Source: an optimization exercise on an open RTL-to-GDS flow (aim: small area, a short achievable clock period and few clock cycles per item). Production flows keep margins and buffers that such runs may drop. Only simulation tests tie the RTL to the original design; equivalence was not proved.

==> v11 <==
// roberts_cross_gradient
module roberts_cross_gradient
#(
   parameter int MAX_WIDTH  = rcg_pkg::DEF_MAX_WIDTH,
   parameter int MAX_HEIGHT = rcg_pkg::DEF_MAX_HEIGHT
)(
   input  logic                     clock,
   input  logic                     reset,
   input  logic                     csr_wr_en,
   input  logic [rcg_pkg::CSR_WIDTH-1:0]     csr_wr_data,
   input  logic                     req_valid,
   output logic                     req_ready,
   input  logic [rcg_pkg::PIX_W-1:0]         req_pixel,
   input  logic                     req_start_of_frame,
   output logic                     rsp_valid,
   input  logic                     rsp_ready,
   output logic [rcg_pkg::ROW_W-1:0]         rsp_out_row,
   output logic [rcg_pkg::COL_W-1:0]         rsp_out_col,
   output logic signed [rcg_pkg::GRAD_W-1:0] rsp_diag_grad,
   output logic signed [rcg_pkg::GRAD_W-1:0] rsp_anti_grad,
   output logic [rcg_pkg::MAG_W-1:0]         rsp_magnitude,
   output logic                     rsp_last
);
   localparam int CW = $clog2(MAX_WIDTH);       
   localparam int RW = $clog2(MAX_HEIGHT);      
   localparam logic [13:0] CUT = 14'b11_1111_1111_1100;
   localparam int NST = 15;   
   logic adv;    
   logic adv_d;  
   logic            rdy_ff, sk_v, sk_sof;
   logic [7:0]      sk_p;
   logic            a_v, a_z, a_c0;
   logic [7:0]      a_p;
   logic [CW-1:0]   a_col;
   logic            origin;
   logic [CW:0]     ncol;          
   logic [CW:0]     weff;          
   logic            acc, a_free, src_v, src_sof, ent_z, wrap;
   logic [7:0]      src_p;
   logic [CW-1:0]   ent_col;
   logic [CW:0]     wr_clamp;
   assign req_ready = rdy_ff;
  ...
clock: 7.0 ns
lec_check: 0
cap_margin: 20
core_margin: 2
core_utilization: 70
cts_cluster_diameter: 80
cts_cluster_size: 28
setup_slack_margin: 4.0
slew_margin: 20
run.sh (not shown) runs the stock make flow with config.mk's settings and CLKGATE_MAP_FILE= SYNTH_SCRIPT=/design/flow/synth_recipe.tcl, a recipe that flattens the netlist after the stock synthesis.
==> inputs of v5, as changes to v11 <==
--- a/flow/design.v
+++ b/flow/design.v
@@ -217,29 +217,29 @@
          a_col <= ent_col;
          a_c0  <= (ent_col == '0);
       end
    end
    logic [7:0]      line_mem [MAX_WIDTH];
    logic            b_v, b_z, b_c0;
    logic [7:0]      b_p;
-   logic [7:0]      b_pq [4];
+   logic [7:0]      b_pq [2];
    logic [15:0]     b_lq [4];
    logic [3:0]      b_g;
    logic [7:0]      grp [16];
    logic [7:0]      b_rq [4];
    always_comb begin
       for (int g = 0; g < 16; g++) begin
          grp[g] = '0;
          for (int k = 0; k < 16; k++) grp[g] |= line_mem[16*g+k] & {8{b_lq[g/4][k]}};
       end
       for (int q = 0; q < 4; q++) begin
          b_rq[q] = '0;
          for (int g = 4*q; g < 4*q+4; g++) b_rq[q] |= grp[g] & {8{b_g[g%4]}};
       end
-      b_p = b_pq[0] | b_pq[1] | b_pq[2] | b_pq[3];
+      b_p = b_pq[0] | b_pq[1];
    end
    logic            wr_ff;
    always_ff @(posedge clock) begin
       if (reset) wr_ff <= 1'b0;
       else       wr_ff <= adv_d & (adv ? a_v : b_v);
    end
    always_ff @(posedge clock) begin
@@ -250,22 +250,22 @@
          b_v <= a_v;
          b_g <= a_v ? 4'(1) << a_col[5:4] : '0;
       end
    end
    always_ff @(posedge clock) begin
       if (adv) begin
          for (int q = 0; q < 4; q++) begin
-            b_pq[q] <= (a_col[7:6] == 2'(q)) ? a_p : '0;
             b_lq[q] <= (a_col[7:6] == 2'(q)) ? 16'(1) << a_col[3:0] : '0;
          end
+         for (int h = 0; h < 2; h++) b_pq[h] <= (a_col[7] == 1'(h)) ? a_p : '0;
          b_z  <= a_z;
          b_c0 <= a_c0;
       end
       for (int i = 0; i < MAX_WIDTH; i++)
-         if (wr_ff & b_g[(i/16)%4] & b_lq[i/64][i%16]) line_mem[i] <= b_pq[i/64];
+         if (wr_ff & b_g[(i/16)%4] & b_lq[i/64][i%16]) line_mem[i] <= b_pq[i/128];
    end
    logic            c_v, c_z, c_c0;
    logic [7:0]      c_p, c_u, lp, ulp;
    logic [7:0]      c_uq [4];
    logic [3:0]      c_qs;          
    logic            c_ge;          
    assign c_u  = c_uq[0] | c_uq[1] | c_uq[2] | c_uq[3];
@@ -289,17 +289,19 @@
          lp  <= c_p;
          ulp <= c_u;
       end
    end
    logic                     p_v  [NST];
    logic                     p_z  [NST];
    logic                     p_c0 [NST];
-   logic signed [GRAD_W-1:0] p_x  [NST];
-   logic signed [GRAD_W-1:0] p_y  [NST];
+   logic [GRAD_W-1:0]        p_x  [NST];
+   logic [GRAD_W-1:0]        p_y  [NST];
    logic [7:0]               d_ax, d_ay;
+   assign d_ax = p_x[0][7:0];
+   assign d_ay = p_y[0][7:0];
    logic [16:0]              sq_r0, sq_r1, sq_r2, e_r0, e_r1, e_r2;
    logic [SQ_W-1:0]          e_s;
    rcg_sumsq u_sumsq (
       .a  (d_ax),
       .b  (d_ay),
       .r0 (sq_r0),
       .r1 (sq_r1),
@@ -313,24 +315,22 @@
          for (int k = 1; k < NST; k++) p_v[k] <= p_v[k-1];
       end
    end
    always_ff @(posedge clock) begin
       if (adv) begin
          p_z[0]  <= c_z;
          p_c0[0] <= c_c0;
-         p_x[0]  <= $signed({1'b0, ulp}) - $signed({1'b0, c_p});
-         p_y[0]  <= $signed({1'b0, c_u}) - $signed({1'b0, lp});
+         p_x[0]  <= (ulp >= c_p) ? {1'b0, ulp - c_p} : {1'b1, c_p - ulp};
+         p_y[0]  <= c_ge ? {1'b0, c_u - lp} : {1'b1, lp - c_u};
          for (int k = 1; k < NST; k++) begin
             p_z[k]  <= p_z[k-1];
             p_c0[k] <= p_c0[k-1];
             p_x[k]  <= p_x[k-1];
             p_y[k]  <= p_y[k-1];
          end
-         d_ax <= (ulp >= c_p) ? ulp - c_p : c_p - ulp;
-         d_ay <= c_ge ? c_u - lp : lp - c_u;
          e_r0 <= sq_r0;
          e_r1 <= sq_r1;
          e_r2 <= sq_r2;
          e_s  <= SQ_W'(e_r0 + e_r1 + e_r2);
       end
    end
    logic [15:0] rem_c  [15];
@@ -424,27 +424,32 @@
    logic [12:0]     k_mag;
    assign adv    = adv_ff;
    assign l_res  = adv & l_v & has_res;
    assign o_more = o_v & ~o_last;
    assign o_en   = ~o_v | rsp_ready;
    assign o_take = o_en & ~o_more;           
    assign adv_d  = k_v ? o_take : ~(l_res & ~o_take);
+   logic signed [GRAD_W-1:0] lx_pos, lx_neg, ly_pos, ly_neg;
    always_comb begin
+      lx_pos = p_x[LS][8] ? -$signed({1'b0, p_x[LS][7:0]}) : $signed({1'b0, p_x[LS][7:0]});
+      lx_neg = p_x[LS][8] ? $signed({1'b0, p_x[LS][7:0]}) : -$signed({1'b0, p_x[LS][7:0]});
+      ly_pos = p_y[LS][8] ? -$signed({1'b0, p_y[LS][7:0]}) : $signed({1'b0, p_y[LS][7:0]});
+      ly_neg = p_y[LS][8] ? $signed({1'b0, p_y[LS][7:0]}) : -$signed({1'b0, p_y[LS][7:0]});
       f_c1  = c1;
       f_row = r1 ? '0 : pos_r;
       f_col = c1 ? '0 : pos_c;
       if (r1) begin
          f_kind = c1 ? 2'd0 : 2'd1;
-         f_diag = c1 ? -p_x[LS] : -p_y[LS];
-         f_anti = c1 ? -p_y[LS] : -p_x[LS];
+         f_diag = c1 ? lx_neg : ly_neg;
+         f_anti = c1 ? ly_neg : lx_neg;
          f_last = 1'b0;
       end else begin
          f_kind = c1 ? 2'd2 : 2'd3;
-         f_diag = c1 ? p_y[LS] : p_x[LS];
-         f_anti = c1 ? p_x[LS] : p_y[LS];
+         f_diag = c1 ? ly_pos : lx_pos;
+         f_anti = c1 ? lx_pos : ly_pos;
          f_last = ~c1;
       end
    end
    always_ff @(posedge clock) begin
       if (reset) begin
          o_v    <= 1'b0;
          k_v    <= 1'b0;
CTS_CLUSTER_SIZE = 25   (was 28)
==> inputs of v30, as changes to v11 <==
--- a/flow/design.v
+++ b/flow/design.v
@@ -151,15 +151,14 @@
    output logic                     rsp_last
 );
    localparam int CW = $clog2(MAX_WIDTH);       
    localparam int RW = $clog2(MAX_HEIGHT);      
    localparam logic [13:0] CUT = 14'b11_1111_1111_1100;
    localparam int NST = 15;   
    logic adv;    
-   logic adv_d;  
    logic            rdy_ff, sk_v, sk_sof;
    logic [7:0]      sk_p;
    logic            a_v, a_z, a_c0;
    logic [7:0]      a_p;
    logic [CW-1:0]   a_col;
    logic            origin;
    logic [CW:0]     ncol;          
@@ -215,77 +214,66 @@
          a_p   <= src_p;
          a_z   <= ent_z;
          a_col <= ent_col;
          a_c0  <= (ent_col == '0);
       end
    end
    logic [7:0]      line_mem [MAX_WIDTH];
-   logic            b_v, b_z, b_c0;
-   logic [7:0]      b_p;
+   logic            b_v, b_w, b_z, b_c0;
+   logic [7:0]      u_hold, b_rd, b_p;
    logic [7:0]      b_pq [4];
    logic [15:0]     b_lq [4];
    logic [3:0]      b_g;
    logic [7:0]      grp [16];
-   logic [7:0]      b_rq [4];
    always_comb begin
       for (int g = 0; g < 16; g++) begin
          grp[g] = '0;
          for (int k = 0; k < 16; k++) grp[g] |= line_mem[16*g+k] & {8{b_lq[g/4][k]}};
       end
-      for (int q = 0; q < 4; q++) begin
-         b_rq[q] = '0;
-         for (int g = 4*q; g < 4*q+4; g++) b_rq[q] |= grp[g] & {8{b_g[g%4]}};
-      end
+      b_rd = u_hold & {8{b_w}};
+      for (int g = 0; g < 16; g++) b_rd |= grp[g] & {8{b_g[g%4]}};
       b_p = b_pq[0] | b_pq[1] | b_pq[2] | b_pq[3];
    end
-   logic            wr_ff;
-   always_ff @(posedge clock) begin
-      if (reset) wr_ff <= 1'b0;
-      else       wr_ff <= adv_d & (adv ? a_v : b_v);
-   end
    always_ff @(posedge clock) begin
       if (reset) begin
          b_v <= 1'b0;
+         b_w <= 1'b0;
          b_g <= '0;
       end else if (adv) begin
          b_v <= a_v;
+         b_w <= 1'b0;
          b_g <= a_v ? 4'(1) << a_col[5:4] : '0;
+      end else begin
+         b_w <= b_w | b_v;
+         b_g <= '0;
       end
    end
    always_ff @(posedge clock) begin
       if (adv) begin
          for (int q = 0; q < 4; q++) begin
             b_pq[q] <= (a_col[7:6] == 2'(q)) ? a_p : '0;
             b_lq[q] <= (a_col[7:6] == 2'(q)) ? 16'(1) << a_col[3:0] : '0;
          end
          b_z  <= a_z;
          b_c0 <= a_c0;
       end
+      if (~b_w) u_hold <= b_rd;
       for (int i = 0; i < MAX_WIDTH; i++)
-         if (wr_ff & b_g[(i/16)%4] & b_lq[i/64][i%16]) line_mem[i] <= b_pq[i/64];
+         if (b_g[(i/16)%4] & b_lq[i/64][i%16]) line_mem[i] <= b_pq[i/64];
    end
    logic            c_v, c_z, c_c0;
    logic [7:0]      c_p, c_u, lp, ulp;
-   logic [7:0]      c_uq [4];
-   logic [3:0]      c_qs;          
-   logic            c_ge;          
-   assign c_u  = c_uq[0] | c_uq[1] | c_uq[2] | c_uq[3];
-   assign c_ge = (c_qs[0] & (c_uq[0] >= lp)) | (c_qs[1] & (c_uq[1] >= lp)) |
-                 (c_qs[2] & (c_uq[2] >= lp)) | (c_qs[3] & (c_uq[3] >= lp));
    always_ff @(posedge clock) begin
       if (reset) c_v <= 1'b0;
       else if (adv) c_v <= b_v;
    end
    always_ff @(posedge clock) begin
       if (adv) begin
          c_p  <= b_p;
-         for (int q = 0; q < 4; q++) begin
-            c_uq[q] <= b_rq[q];
-            c_qs[q] <= |b_lq[q];
-         end
+         c_u  <= b_rd;
          c_z  <= b_z;
          c_c0 <= b_c0;
       end
       if (adv & c_v) begin
          lp  <= c_p;
          ulp <= c_u;
       end
@@ -322,15 +310,15 @@
          for (int k = 1; k < NST; k++) begin
             p_z[k]  <= p_z[k-1];
             p_c0[k] <= p_c0[k-1];
             p_x[k]  <= p_x[k-1];
             p_y[k]  <= p_y[k-1];
          end
          d_ax <= (ulp >= c_p) ? ulp - c_p : c_p - ulp;
-         d_ay <= c_ge ? c_u - lp : lp - c_u;
+         d_ay <= (c_u >= lp) ? c_u - lp : lp - c_u;
          e_r0 <= sq_r0;
          e_r1 <= sq_r1;
          e_r2 <= sq_r2;
          e_s  <= SQ_W'(e_r0 + e_r1 + e_r2);
       end
    end
    logic [15:0] rem_c  [15];
@@ -411,65 +399,21 @@
    end
    logic            o_v, o_last, o_c1;
    logic [1:0]      o_kind;
    logic [RW-1:0]   o_row;
    logic [CW-1:0]   o_col;
    logic signed [GRAD_W-1:0] o_diag, o_anti;
    logic [12:0]     o_mag;
-   logic            o_en, o_more, o_take, l_res, adv_ff;
-   logic            k_v, f_last, f_c1, k_last, k_c1;
-   logic [1:0]      f_kind, k_kind;
-   logic [RW-1:0]   f_row, k_row;
-   logic [CW-1:0]   f_col, k_col;
-   logic signed [GRAD_W-1:0] f_diag, f_anti, k_diag, k_anti;
-   logic [12:0]     k_mag;
-   assign adv    = adv_ff;
-   assign l_res  = adv & l_v & has_res;
+   logic            o_en, o_more;
    assign o_more = o_v & ~o_last;
    assign o_en   = ~o_v | rsp_ready;
-   assign o_take = o_en & ~o_more;           
-   assign adv_d  = k_v ? o_take : ~(l_res & ~o_take);
-   always_comb begin
-      f_c1  = c1;
-      f_row = r1 ? '0 : pos_r;
-      f_col = c1 ? '0 : pos_c;
-      if (r1) begin
-         f_kind = c1 ? 2'd0 : 2'd1;
-         f_diag = c1 ? -p_x[LS] : -p_y[LS];
-         f_anti = c1 ? -p_y[LS] : -p_x[LS];
-         f_last = 1'b0;
-      end else begin
-         f_kind = c1 ? 2'd2 : 2'd3;
-         f_diag = c1 ? p_y[LS] : p_x[LS];
-         f_anti = c1 ? p_x[LS] : p_y[LS];
-         f_last = ~c1;
-      end
-   end
+   assign adv    = ~o_v | (rsp_ready & o_last);
    always_ff @(posedge clock) begin
-      if (reset) begin
-         o_v    <= 1'b0;
-         k_v    <= 1'b0;
-         adv_ff <= 1'b1;
-      end else begin
-         if (o_en) o_v <= o_more | k_v | l_res;
-         k_v    <= ~adv_d;
-         adv_ff <= adv_d;
-      end
-   end
-   always_ff @(posedge clock) begin
-      if (~k_v & l_res & ~o_take) begin
-         k_kind <= f_kind;
-         k_c1   <= f_c1;
-         k_row  <= f_row;
-         k_col  <= f_col;
-         k_diag <= f_diag;
-         k_anti <= f_anti;
-         k_mag  <= mag;
-         k_last <= f_last;
-      end
+      if (reset) o_v <= 1'b0;
+      else if (o_en) o_v <= o_more | (l_v & has_res);
    end
    always_ff @(posedge clock) begin
       if (o_en) begin
          if (o_more) begin
             unique case (o_kind)
                2'd0: begin    
                   o_kind <= 2'd1;
@@ -490,32 +434,30 @@
                   o_kind <= 2'd3;
                   o_col  <= CW'(1);
                   o_diag <= o_anti;
                   o_anti <= o_diag;
                   o_last <= 1'b1;
                end
             endcase
-         end else if (k_v) begin
-            o_kind <= k_kind;
-            o_c1   <= k_c1;
-            o_row  <= k_row;
-            o_col  <= k_col;
-            o_diag <= k_diag;
-            o_anti <= k_anti;
-            o_mag  <= k_mag;
-            o_last <= k_last;
          end else begin
-            o_kind <= f_kind;
-            o_c1   <= f_c1;
-            o_row  <= f_row;
-            o_col  <= f_col;
-            o_diag <= f_diag;
-            o_anti <= f_anti;
-            o_mag  <= mag;
-            o_last <= f_last;
+            o_c1  <= c1;
+            o_mag <= mag;
+            o_row <= r1 ? '0 : pos_r;
+            o_col <= c1 ? '0 : pos_c;
+            if (r1) begin
+               o_kind <= c1 ? 2'd0 : 2'd1;
+               o_diag <= c1 ? -p_x[LS] : -p_y[LS];
+               o_anti <= c1 ? -p_y[LS] : -p_x[LS];
+               o_last <= 1'b0;
+            end else begin
+               o_kind <= c1 ? 2'd2 : 2'd3;
+               o_diag <= c1 ? p_y[LS] : p_x[LS];
+               o_anti <= c1 ? p_x[LS] : p_y[LS];
+               o_last <= ~c1;
+            end
          end
       end
    end
    assign rsp_valid     = o_v;
    assign rsp_out_row   = o_row;
    assign rsp_out_col   = COL_W'(o_col);
    assign rsp_diag_grad = o_diag;
ABC_CLOCK_PERIOD_IN_PS = 2700   (was unset)
CORE_UTILIZATION = 40   (was 70)
CTS_CLUSTER_DIAMETER = unset   (was 80)
CTS_CLUSTER_SIZE = unset   (was 28)
==> inputs of v2, as changes to v11 <==
--- a/flow/design.v
+++ b/flow/design.v
@@ -217,29 +217,29 @@
          a_col <= ent_col;
          a_c0  <= (ent_col == '0);
       end
    end
    logic [7:0]      line_mem [MAX_WIDTH];
    logic            b_v, b_z, b_c0;
    logic [7:0]      b_p;
-   logic [7:0]      b_pq [4];
+   logic [7:0]      b_pq [2];
    logic [15:0]     b_lq [4];
    logic [3:0]      b_g;
    logic [7:0]      grp [16];
    logic [7:0]      b_rq [4];
    always_comb begin
       for (int g = 0; g < 16; g++) begin
          grp[g] = '0;
          for (int k = 0; k < 16; k++) grp[g] |= line_mem[16*g+k] & {8{b_lq[g/4][k]}};
       end
       for (int q = 0; q < 4; q++) begin
          b_rq[q] = '0;
          for (int g = 4*q; g < 4*q+4; g++) b_rq[q] |= grp[g] & {8{b_g[g%4]}};
       end
-      b_p = b_pq[0] | b_pq[1] | b_pq[2] | b_pq[3];
+      b_p = b_pq[0] | b_pq[1];
    end
    logic            wr_ff;
    always_ff @(posedge clock) begin
       if (reset) wr_ff <= 1'b0;
       else       wr_ff <= adv_d & (adv ? a_v : b_v);
    end
    always_ff @(posedge clock) begin
@@ -250,22 +250,22 @@
          b_v <= a_v;
          b_g <= a_v ? 4'(1) << a_col[5:4] : '0;
       end
    end
    always_ff @(posedge clock) begin
       if (adv) begin
          for (int q = 0; q < 4; q++) begin
-            b_pq[q] <= (a_col[7:6] == 2'(q)) ? a_p : '0;
             b_lq[q] <= (a_col[7:6] == 2'(q)) ? 16'(1) << a_col[3:0] : '0;
          end
+         for (int h = 0; h < 2; h++) b_pq[h] <= (a_col[7] == 1'(h)) ? a_p : '0;
          b_z  <= a_z;
          b_c0 <= a_c0;
       end
       for (int i = 0; i < MAX_WIDTH; i++)
-         if (wr_ff & b_g[(i/16)%4] & b_lq[i/64][i%16]) line_mem[i] <= b_pq[i/64];
+         if (wr_ff & b_g[(i/16)%4] & b_lq[i/64][i%16]) line_mem[i] <= b_pq[i/128];
    end
    logic            c_v, c_z, c_c0;
    logic [7:0]      c_p, c_u, lp, ulp;
    logic [7:0]      c_uq [4];
    logic [3:0]      c_qs;          
    logic            c_ge;          
    assign c_u  = c_uq[0] | c_uq[1] | c_uq[2] | c_uq[3];
CORE_UTILIZATION = 75   (was 70)
CTS_CLUSTER_SIZE = 25   (was 28)
==> metrics.md <==
| Metric | Value |
|---|---|
| Status | `complete, no violations` |
| Final HPWL DP | `152000 um` |
| Max incr delay on CP | `roughly 0.41 ns` |
| Num rows | `about 150` |
| Sw Ratio | `between 20% and 30%` |
| M1 wire length | `102000 um` |
| Syn Area/Cell | `16.7 um2` |
| Vias | `63800` |
| Vias per cell | `between 6 and 7` |
[end of results for v5]
==> metrics.md <==
| Metric | Value |
|---|---|
| Vias per cell | `7.11` |
| CP max FO | `19` |
| Worst endpoint data arrival time | `about 3.5 ns` |
| Status | `complete, no violations` |
| Num rows | `approximately 140` |
| Max incr delay on CP | `about 0.76 ns` |
| Final HPWL DP | `around 150000 um` |
| Drt drc | `0` |
| M1 wire length | `97600 um` |
| Vias | `64500` |
| Syn Area/Cell | `around 17 um2` |
| Sw Ratio | `23.7%` |
[end of results for v2]
==> metrics.md <==
| Metric | Value |
|---|---|
| Syn Area/Cell | `~17 um2` |
| M1 wire length | `around 100000 um` |
| Num rows | `150` |
| Vias per cell | `6.98` |
| Vias | `approximately 65000` |
| Status | `complete, no violations` |
| CTS buffer count | `~140` |
| Sw Ratio | `between 20% and 30%` |
| Max incr delay on CP | `0.87 ns` |
| Final HPWL DP | `around 160000 um` |
[end of results for v11]
==> metrics.md <==
| Metric | Value |
|---|---|
| Sw Ratio | `23.9%` |
| Final Hold Vio Count | `0` |
| Antenna violations before repair | `55` |
| M1 wire length | `roughly 140000 um` |
| CTS root buf | `clkbuf_16` |
| Vias per cell | `between 6 and 7` |
| Status | `complete, no violations` |
| Grt met3 use | `between 10% and 20%` |
| Commonest non-fill, non-tap cells in the layout | `edfxtp_1 (2900), a22o_1 (376), and2_1 (332)` |
| Vias | `about 73000` |
| Final HPWL DP | `~240000 um` |
| Syn Area/Cell | `between 15 and 20 um2` |
[end of results for v30]
Testbench counts of v11, summed over its fixed seeds: cycles 20,259, items 17,628.
Testbench counts of v5, summed over its fixed seeds: cycles 20,259, items 17,628.
Testbench counts of v30, summed over its fixed seeds: cycles 20,283, items 17,628.
Testbench counts of v2, summed over its fixed seeds: cycles 20,259, items 17,628.

port drivers added, routing unchanged:
The results above use ideal ports. As a check the final layouts listed here were re-extracted and re-timed, cells and wires unchanged.
Step 1 sets driving cells, clkbuf_16 on the clock port and buf_2 on the other inputs (assumed; they add their load-dependent delay and slew).
Step 2 times the ports against the registers' clock, not the clock port: input delays grow and output delays shrink by t, the midpoint of the rising clock arrivals with the driver on.
a / b / c = ideal / step 1 / step 2; a / b = the first two.
run | t, ns | setup slack, ns | slew at the worst register clock pin (ns) | worst data-port slew with drivers (ns)
v11 | 0.903 | 4.020 / 3.962 / 3.347 | 0.11 / 0.11 | 0.04
v5 | 0.909 | 4.060 / 3.970 / 3.287 | 0.10 / 0.10 | 0.04
v30 | 0.943 | 3.586 / 3.586 / 3.203 | 0.07 / 0.07 | 0.12
v2 | 0.893 | 3.976 / 3.963 / 3.278 | 0.10 / 0.10 | 0.07
After both steps setup and hold are still met in every run listed. For v5, which loses most, drivers alone change the setup slack by -0.090 ns; drivers and shift together by -0.773 ns.
